From an optimization exercise on the open Yosys and OpenROAD flow, aimed at small area, a short achievable clock period and few clock cycles per item; shortcuts taken in it are not production practice.
Only simulation tests tie the RTL to the original design; equivalence was not proved.

// cubic_bezier_point_generator
module cubic_bezier_point_generator
(
    input  logic clk,
    input  logic rst_n,
    input  logic in_valid,
    output logic in_ready,
    input  logic [127:0] in_data,
    output logic out_valid,
    input  logic out_ready,
    output logic [38:0]  out_data
);
    function automatic logic [7:0] booth(input logic [4:0] i);
        logic [2:0] one, two;
        logic [1:0] neg;
        logic [2:0] g;
        for (int k = 0; k < 3; k++)
        begin
            g[2] = (k < 2) ? i[2*k+1] : 1'b0;
            g[1] = i[2*k];
            g[0] = (k > 0) ? i[2*k-1] : 1'b0;
            one[k] = g[1] ^ g[0];
            two[k] = (g == 3'b100) || (g == 3'b011);
            if (k < 2)
                neg[k] = g[2];
        end
        booth = {one, two, neg};
    endfunction
    logic       a_v, b_v, c_v, d_v, e_v, f_v, o_v, s_v, rdy;
    logic [4:0] a_i, b_i, c_i, d_i, e_i, f_i;
    logic [7:0] b_bc, e_bc;
    logic       fire, a_free, o_load, f_fire;
    assign fire     = !s_v;
    assign a_free   = !a_v || (a_i == 5'd31);
    assign in_ready = rdy;
    assign o_load   = !o_v || out_ready;
    assign f_fire   = fire && f_v;
    always_ff @(posedge clk or negedge rst_n)
    begin
        if (!rst_n)
        begin
            a_v <= 1'b0;
            b_v <= 1'b0;
            c_v <= 1'b0;
            d_v <= 1'b0;
            e_v <= 1'b0;
            f_v <= 1'b0;
            o_v <= 1'b0;
            s_v <= 1'b0;
            rdy <= 1'b1;
        end
  ...
For scale: ~4000 cells after synthesis, ~820 flip-flops, roughly 170 I/O pins, about 50000 sq um of cells after synthesis.
make LEC_CHECK=0 ABC_CLOCK_PERIOD_IN_PS=3000 CAP_MARGIN=20 CORE_MARGIN=2 CORE_UTILIZATION=40 CTS_BUF_LIST=sky130_fd_sc_hd__clkbuf_16 CTS_CLUSTER_DIAMETER=100 CTS_CLUSTER_SIZE=25 SETUP_SLACK_MARGIN=5 SLEW_MARGIN=20 finish   # period 8.0 ns
run.sh (not shown) runs the stock make flow with config.mk's settings and CLKGATE_MAP_FILE= SYNTH_SCRIPT=/design/flow/synth_recipe.tcl, a recipe that flattens the netlist after the stock synthesis.
Testbench counts at the start, summed over its fixed seeds: cycles 16,440, points 16,384.
Next try:
Settings changed: CORE_UTILIZATION 40 to 70.
- The changed run finished clean
- first-iteration DRC count increases by 31%
- worst hold slack is about the same
- routed wire length decreases by 3.6%
Next try:
Settings changed: ABC_CLOCK_PERIOD_IN_PS 3000 to 2500, CORE_UTILIZATION 70 to 40.
Effect:
- worst hold slack is about the same
- first-iteration DRC count drops by 23%
- via count drops by 3.6%
- non-clock buffer count drops by 6
- die area climbs by 74%
- wire length climbs by 3.7%
- utilization drops by 33 points
- area after synthesis does not change
Next try:
Settings changed: ABC_CLOCK_PERIOD_IN_PS 2500 to 3000, CTS_BUF_LIST sky130_fd_sc_hd__clkbuf_16 to default, CTS_CLUSTER_DIAMETER 100 to default, CTS_CLUSTER_SIZE 25 to default.
=> Count of clock-buffer cells in the layout rose by 83. Die area does not change. Synthesized cell count is unchanged. Sequential share of layout area fell by 1.5 points. Final cell count rose by 2.1%. Global-route usage rose by 0.29 points. Worst setup slack gains 0.023 ns. Area after synthesis stays the same. Non-clock buffer count rose by 11.
Next try:
Settings changed: ABC_AREA from default to 1, CORE_UTILIZATION 40 to 60, CTS_BUF_LIST from default to sky130_fd_sc_hd__clkbuf_16, CTS_CLUSTER_DIAMETER from default to 100, CTS_CLUSTER_SIZE from default to 25.
Result:
- The changed run produced a clean layout
- maximum frequency goes up by 5.9%
- worst setup slack is better by 0.18 ns
- routed wire length stays flat
- count of clock-buffer cells in the layout decreases by 85
- synthesized cell count rises by 27%
Next try:
Settings changed: PLACE_DENSITY from default to 0.72.
Result: The changed run finished clean. Cell area stays flat. Non-clock buffer count drops by 5. Clock skew barely changes. Count of clock-buffer cells in the layout is unchanged. Worst hold slack is about the same. Die area stays the same. Synthesized cell count stays the same. Utilization hardly moves. Cell count stays flat.

==> what the ideal ports hide <==
How much do the figures lean on ideal ports? The routed layouts below were timed once more, with nothing changed but the port constraints.
Step 1 sets driving cells, clkbuf_16 on the clock port and buf_2 on the other inputs (assumed; they add their load-dependent delay and slew).
Step 2 times the ports against the registers' clock, not the clock port: input delays grow and output delays shrink by t, the midpoint of the rising clock arrivals with the driver on.
Three values: no drivers, after step 1, after step 2; two values: the first two.
run	t (ns)	setup slack, ns	clock arrival spread, ns	slew at the worst register clock pin (ns)
the first run	0.702	4.793 / 4.795 / 4.093	0.032 / 0.032	0.11 / 0.11
the second run	0.667	4.715 / 4.722 / 4.056	0.032 / 0.033	0.11 / 0.11
the third run	0.702	4.793 / 4.795 / 4.093	0.032 / 0.032	0.11 / 0.11
the fourth run	0.725	4.816 / 4.828 / 4.103	0.033 / 0.034	0.07 / 0.07
the fifth run	0.669	4.992 / 4.936 / 4.340	0.033 / 0.032	0.11 / 0.11
the sixth run	0.654	5.001 / 5.034 / 4.380	0.034 / 0.034	0.11 / 0.11
After both steps setup and hold are still met in every run listed. The setup slack of the fourth run, which loses most, moves by +0.012 ns with the drivers and by -0.713 ns with both steps.
